Background: an optimization exercise with open tools, aiming at small area, a short achievable clock period and few clock cycles per item. Do not read the settings as production practice. At most, simulation tests tie the RTL to the original design; equivalence was not proved. No activity file was given, so power comes from the tool's default toggle rates.

==> module acr_dma_copy, before the edit <==
module acr_dma_copy #(
   parameter int ADDR_W     = 32,
   parameter int DATA_W     = 64,
   parameter int BURST_LEN  = 16,
   parameter int FIFO_DEPTH = 32
) (
   input  logic                acr_clk,
   input  logic                acr_rst,
   input  logic                cmd_valid,
   output logic                cmd_ready,
   input  logic [ADDR_W-1:0]   cmd_src,
   input  logic [ADDR_W-1:0]   cmd_dst,
   input  logic [15:0]         cmd_beats,
   output logic                busy,
   output logic                done,
   output logic                err,
   output logic [1:0]          dbg_state,
   output logic [ADDR_W-1:0]   axi_araddr,
   output logic [3:0]          axi_arlen,
   output logic                axi_arvalid,
   input  logic                axi_arready,
   input  logic [DATA_W-1:0]   axi_rdata,
   input  logic [1:0]          axi_rresp,
   input  logic                axi_rlast,
   input  logic                axi_rvalid,
   output logic                axi_rready,
   output logic [ADDR_W-1:0]   axi_awaddr,
   output logic [3:0]          axi_awlen,
   output logic                axi_awvalid,
   input  logic                axi_awready,
   output logic [DATA_W-1:0]   axi_wdata,
   output logic [DATA_W/8-1:0] axi_wstrb,
   output logic                axi_wlast,
   output logic                axi_wvalid,
   input  logic                axi_wready,
   input  logic [1:0]          axi_bresp,
   input  logic                axi_bvalid,
   output logic                axi_bready
);
   function automatic logic [1:0] carry(input logic [3:0] b, input logic [3:0] lo);
      logic [4:0] s;
      s = 5'(b) + 5'(lo);
      carry = {s > 5'd16, s == 5'd0};     
   endfunction
   logic        busy_q, done_q, err_q;
   logic [28:0] ar_a;           
   logic [11:0] ar_k;           
   logic        ar_skip, ar_cm;
   logic [3:0]  ar_el;          
   logic [3:0]  ar_len;
   logic        arv_q, ar_pend;
   logic [2:0]  r_out;          
   logic [28:0] aw_a;           
   logic [11:0] aw_k;
   logic        aw_skip, aw_cm;
   logic [3:0]  aw_el;          
   logic [3:0]  aw_len;
   logic        awv_q, aw_pend;
   logic [2:0]  b_out;          
   logic [3:0]  w_lo;           
   logic        acc, nz, ar_hs, aw_hs, w_hs, b_hs, ar_last, aw_last, ar_last2, aw_last2;
   logic        r_end, fin, ar_one, aw_one;
   logic [1:0]  ar_c, aw_c;
   logic [3:0]  len1;
   logic [2:0]  b_nxt, r_nxt;
   assign acc  = cmd_valid && !busy_q && !done_q;
   assign nz   = (cmd_beats != 16'd0);
   assign ar_c = carry(cmd_beats[3:0], cmd_src[6:3]);
   assign aw_c = carry(cmd_beats[3:0], cmd_dst[6:3]);
   assign ar_one = (cmd_beats[15:5] == 11'd0) && (6'(cmd_beats[4:0]) + 6'(cmd_src[6:3]) <= 6'd16);
   assign aw_one = (cmd_beats[15:5] == 11'd0) && (6'(cmd_beats[4:0]) + 6'(cmd_dst[6:3]) <= 6'd16);
   assign len1   = cmd_beats[3:0] - 4'd1;
   assign ar_hs = arv_q && axi_arready;
   assign aw_hs = awv_q && axi_awready;
   assign w_hs  = busy_q && axi_rvalid && axi_wready;
   assign b_hs  = busy_q && axi_bvalid;
   assign ar_last  = !ar_skip && (ar_k[11:1] == 11'd0) && (!ar_k[0] || ar_cm);
   assign aw_last  = !aw_skip && (aw_k[11:1] == 11'd0) && (!aw_k[0] || aw_cm);
   assign ar_last2 = ar_skip ? (ar_k == 12'd0) : (ar_k == 12'd1 || (ar_cm && ar_k == 12'd2));
   assign aw_last2 = aw_skip ? (aw_k == 12'd0) : (aw_k == 12'd1 || (aw_cm && aw_k == 12'd2));
   assign r_end   = (r_out == 3'd1) && !ar_pend;
   assign b_nxt   = b_out + 3'(aw_hs) - 3'(b_hs);
   assign r_nxt   = r_out + 3'(ar_hs) - 3'(w_hs && axi_rlast);
   assign fin     = b_hs && (b_out == 3'd1) && !aw_pend && !ar_pend && (r_out == 3'd0);
   always_ff @(posedge acr_clk) begin
      if (acr_rst) begin
         busy_q  <= 1'b0;
         done_q  <= 1'b0;
         err_q   <= 1'b0;
         arv_q   <= 1'b0;
         ar_pend <= 1'b0;
         r_out   <= 3'd0;
         awv_q   <= 1'b0;
         aw_pend <= 1'b0;
         b_out   <= 3'd0;
      end else begin
         r_out <= r_nxt;
         b_out <= b_nxt;
         if (acc) begin
            busy_q  <= nz;
            done_q  <= !nz;
            err_q   <= 1'b0;
            arv_q   <= nz;
            ar_pend <= nz;
            awv_q   <= nz;
            aw_pend <= nz;
         end else begin
            if ((w_hs && axi_rresp != 2'b00) || (b_hs && axi_bresp != 2'b00)) err_q <= 1'b1;
            if (ar_hs) begin
               arv_q <= !ar_last && (r_nxt != 3'd7);
               if (ar_last) ar_pend <= 1'b0;
            end else if (!arv_q && ar_pend && r_out != 3'd7) begin
               arv_q <= 1'b1;
            end
            if (aw_hs) begin
               awv_q <= !aw_last && (b_nxt != 3'd7);
               if (aw_last) aw_pend <= 1'b0;
            end else if (!awv_q && aw_pend && b_out != 3'd7) begin
               awv_q <= 1'b1;
            end
            done_q <= fin;
            if (fin) busy_q <= 1'b0;
         end
      end
   end
   always_ff @(posedge acr_clk) begin
      if (acc) begin
         ar_a    <= cmd_src[31:3];
         ar_k    <= cmd_beats[15:4];
         ar_skip <= ar_c[1];
         ar_cm   <= ar_c[0];
         ar_el   <= cmd_beats[3:0] + cmd_src[6:3] - 4'd1;
         ar_len  <= ar_one ? len1 : ~cmd_src[6:3];
         aw_a    <= cmd_dst[31:3];
         aw_k    <= cmd_beats[15:4];
         aw_skip <= aw_c[1];
         aw_cm   <= aw_c[0];
         aw_el   <= cmd_beats[3:0] + cmd_dst[6:3] - 4'd1;
         aw_len  <= aw_one ? len1 : ~cmd_dst[6:3];
         w_lo    <= cmd_dst[6:3];
      end else begin
         if (ar_hs) begin
            ar_a    <= {ar_a[28:4] + 25'd1, 4'd0};
            ar_skip <= 1'b0;
            if (!ar_skip) ar_k <= ar_k - 12'd1;
            ar_len  <= ar_last2 ? ar_el : 4'hF;
         end
         if (aw_hs) begin
            aw_a    <= {aw_a[28:4] + 25'd1, 4'd0};
            aw_skip <= 1'b0;
            if (!aw_skip) aw_k <= aw_k - 12'd1;
            aw_len  <= aw_last2 ? aw_el : 4'hF;
         end
         if (w_hs) w_lo <= w_lo + 4'd1;
      end
   end
   assign cmd_ready   = !busy_q && !done_q;
   assign busy        = busy_q;
   assign done        = done_q;
   assign err         = err_q;
   assign dbg_state   = {done_q, busy_q};
   assign axi_araddr  = {ar_a, 3'b000};
   assign axi_arlen   = ar_len;
   assign axi_arvalid = arv_q;
   assign axi_rready  = axi_wready;
   assign axi_awaddr  = {aw_a, 3'b000};
   assign axi_awlen   = aw_len;
   assign axi_awvalid = awv_q;
   assign axi_wdata   = axi_rdata;
   assign axi_wstrb   = '1;
   assign axi_wlast   = (w_lo == 4'hF) || (axi_rlast && r_end);
   assign axi_wvalid  = busy_q && axi_rvalid;
   assign axi_bready  = busy_q;
endmodule
export LEC_CHECK = 0
export CAP_MARGIN = 20
export CORE_MARGIN = 2
export CORE_UTILIZATION = 40
export SETUP_SLACK_MARGIN = 3.55
export SLEW_MARGIN = 20
create_clock -name core_clock -period 6.5 [get_ports {acr_clk}]
standard.sh (not shown) runs the stock make flow with config.mk's settings and CLKGATE_MAP_FILE= SYNTH_SCRIPT=/design/flow/synth_recipe.tcl, a recipe that flattens the netlist after the stock synthesis.
==> flow/flow/run.sh <==
#!/bin/bash
set -euo pipefail
cd "$(dirname "$0")/.."
export BUFFER_PORTS_ARGS="-buffer_cell sky130_fd_sc_hd__buf_1"
export CTS_ARGS="-sink_clustering_enable -repair_clock_nets -dont_use_dummy_load -buf_list sky130_fd_sc_hd__clkbuf_8"
bash standard.sh > standard_make.log 2>&1
Testbench counts at the start, summed over its fixed seeds: cycles 47,140, beats 35,812.
Rerun with:
--- a/flow/design.v
+++ b/flow/design.v
@@ -44,40 +44,40 @@
    endfunction
    logic        busy_q, done_q, err_q;
    logic [28:0] ar_a;           
    logic [11:0] ar_k;           
    logic        ar_skip, ar_cm;
-   logic [3:0]  ar_el;          
-   logic [3:0]  ar_len;
+   logic [3:0]  ar_d;           
+   logic        ar_lq;          
    logic        arv_q, ar_pend;
    logic [2:0]  r_out;          
    logic [28:0] aw_a;           
    logic [11:0] aw_k;
    logic        aw_skip, aw_cm;
-   logic [3:0]  aw_el;          
-   logic [3:0]  aw_len;
+   logic [3:0]  aw_d;           
+   logic        aw_lq;          
    logic        awv_q, aw_pend;
    logic [2:0]  b_out;          
    logic [3:0]  w_lo;           
-   logic        acc, nz, ar_hs, aw_hs, w_hs, b_hs, ar_last, aw_last, ar_last2, aw_last2;
+   logic        acc, nz, ar_hs, aw_hs, w_hs, b_hs, ar_last2, aw_last2;
    logic        r_end, fin, ar_one, aw_one;
    logic [1:0]  ar_c, aw_c;
-   logic [3:0]  len1;
+   logic [3:0]  len1, ar_el, aw_el;
    logic [2:0]  b_nxt, r_nxt;
    assign acc  = cmd_valid && !busy_q && !done_q;
    assign nz   = (cmd_beats != 16'd0);
    assign ar_c = carry(cmd_beats[3:0], cmd_src[6:3]);
    assign aw_c = carry(cmd_beats[3:0], cmd_dst[6:3]);
    assign ar_one = (cmd_beats[15:5] == 11'd0) && (6'(cmd_beats[4:0]) + 6'(cmd_src[6:3]) <= 6'd16);
    assign aw_one = (cmd_beats[15:5] == 11'd0) && (6'(cmd_beats[4:0]) + 6'(cmd_dst[6:3]) <= 6'd16);
-   assign len1   = cmd_beats[3:0] - 4'd1;
+   assign len1  = cmd_beats[3:0] - 4'd1;
+   assign ar_el = cmd_beats[3:0] + cmd_src[6:3] - 4'd1;
+   assign aw_el = cmd_beats[3:0] + cmd_dst[6:3] - 4'd1;
    assign ar_hs = arv_q && axi_arready;
    assign aw_hs = awv_q && axi_awready;
    assign w_hs  = busy_q && axi_rvalid && axi_wready;
    assign b_hs  = busy_q && axi_bvalid;
-   assign ar_last  = !ar_skip && (ar_k[11:1] == 11'd0) && (!ar_k[0] || ar_cm);
-   assign aw_last  = !aw_skip && (aw_k[11:1] == 11'd0) && (!aw_k[0] || aw_cm);
    assign ar_last2 = ar_skip ? (ar_k == 12'd0) : (ar_k == 12'd1 || (ar_cm && ar_k == 12'd2));
    assign aw_last2 = aw_skip ? (aw_k == 12'd0) : (aw_k == 12'd1 || (aw_cm && aw_k == 12'd2));
    assign r_end   = (r_out == 3'd1) && !ar_pend;
    assign b_nxt   = b_out + 3'(aw_hs) - 3'(b_hs);
    assign r_nxt   = r_out + 3'(ar_hs) - 3'(w_hs && axi_rlast);
@@ -105,18 +105,18 @@
             awv_q   <= nz;
             aw_pend <= nz;
          end else begin
             if ((w_hs && axi_rresp != 2'b00) || (b_hs && axi_bresp != 2'b00)) err_q <= 1'b1;
             if (ar_hs) begin
-               arv_q <= !ar_last && (r_nxt != 3'd7);
-               if (ar_last) ar_pend <= 1'b0;
+               arv_q <= !ar_lq && (r_nxt != 3'd7);
+               if (ar_lq) ar_pend <= 1'b0;
             end else if (!arv_q && ar_pend && r_out != 3'd7) begin
                arv_q <= 1'b1;
             end
             if (aw_hs) begin
-               awv_q <= !aw_last && (b_nxt != 3'd7);
-               if (aw_last) aw_pend <= 1'b0;
+               awv_q <= !aw_lq && (b_nxt != 3'd7);
+               if (aw_lq) aw_pend <= 1'b0;
             end else if (!awv_q && aw_pend && b_out != 3'd7) begin
                awv_q <= 1'b1;
             end
             done_q <= fin;
             if (fin) busy_q <= 1'b0;
@@ -127,46 +127,46 @@
       if (acc) begin
          ar_a    <= cmd_src[31:3];
          ar_k    <= cmd_beats[15:4];
          ar_skip <= ar_c[1];
          ar_cm   <= ar_c[0];
-         ar_el   <= cmd_beats[3:0] + cmd_src[6:3] - 4'd1;
-         ar_len  <= ar_one ? len1 : ~cmd_src[6:3];
+         ar_d    <= ar_one ? len1 : ar_el;
+         ar_lq   <= ar_one;
          aw_a    <= cmd_dst[31:3];
          aw_k    <= cmd_beats[15:4];
          aw_skip <= aw_c[1];
          aw_cm   <= aw_c[0];
-         aw_el   <= cmd_beats[3:0] + cmd_dst[6:3] - 4'd1;
-         aw_len  <= aw_one ? len1 : ~cmd_dst[6:3];
+         aw_d    <= aw_one ? len1 : aw_el;
+         aw_lq   <= aw_one;
          w_lo    <= cmd_dst[6:3];
       end else begin
          if (ar_hs) begin
             ar_a    <= {ar_a[28:4] + 25'd1, 4'd0};
             ar_skip <= 1'b0;
             if (!ar_skip) ar_k <= ar_k - 12'd1;
-            ar_len  <= ar_last2 ? ar_el : 4'hF;
+            ar_lq   <= ar_last2;
          end
          if (aw_hs) begin
             aw_a    <= {aw_a[28:4] + 25'd1, 4'd0};
             aw_skip <= 1'b0;
             if (!aw_skip) aw_k <= aw_k - 12'd1;
-            aw_len  <= aw_last2 ? aw_el : 4'hF;
+            aw_lq   <= aw_last2;
          end
          if (w_hs) w_lo <= w_lo + 4'd1;
       end
    end
    assign cmd_ready   = !busy_q && !done_q;
    assign busy        = busy_q;
    assign done        = done_q;
    assign err         = err_q;
    assign dbg_state   = {done_q, busy_q};
    assign axi_araddr  = {ar_a, 3'b000};
-   assign axi_arlen   = ar_len;
+   assign axi_arlen   = ar_lq ? ar_d : ~ar_a[3:0];
    assign axi_arvalid = arv_q;
    assign axi_rready  = axi_wready;
    assign axi_awaddr  = {aw_a, 3'b000};
-   assign axi_awlen   = aw_len;
+   assign axi_awlen   = aw_lq ? aw_d : ~aw_a[3:0];
    assign axi_awvalid = awv_q;
    assign axi_wdata   = axi_rdata;
    assign axi_wstrb   = '1;
    assign axi_wlast   = (w_lo == 4'hF) || (axi_rlast && r_end);
    assign axi_wvalid  = busy_q && axi_rvalid;
Result: The new run completed with no timing, DRC or antenna violations; setup slack got worse by 0.012 ns; clock power came out lower by about 3%; total power came out lower by about 3%; die area came out lower by 4.0%; final cell count came out lower by 3.3%; final area came out lower by about 3.5%; hold slack got worse by 0.0049 ns; routed wire length came out lower by about 8%; sequential power came out lower by about 5%; sequential cell count came out lower by 6; global-route usage came out lower by 0.82 points.
For the second run of this note, only the layout was checked, not whether the RTL still works.

-- what the ideal ports hide --
Ports are ideal in the flow. The routed layouts listed here were re-timed in OpenROAD.
Step 1 sets driving cells, clkbuf_16 on the clock port and buf_2 on the other inputs (assumed; they add their load-dependent delay and slew).
Step 2 times the ports against the registers' clock, not the clock port: input delays grow and output delays shrink by t, the midpoint of the rising clock arrivals with the driver on.
Three values: no drivers, after step 1, after step 2; two values: the first two.
run | t (ns) | slack for setup (ns) | worst register clock-pin slew, ns | worst slew at a driven data input, ns
the first run | 0.463 | 3.560 / 3.529 / 3.138 | 0.08 / 0.08 | 0.10
the second run | 0.454 | 3.549 / 3.526 / 3.132 | 0.07 / 0.07 | 0.07
After both steps every run listed still meets setup and hold. For the first run, which loses most, drivers alone change the setup slack by -0.031 ns; drivers and shift together by -0.422 ns.
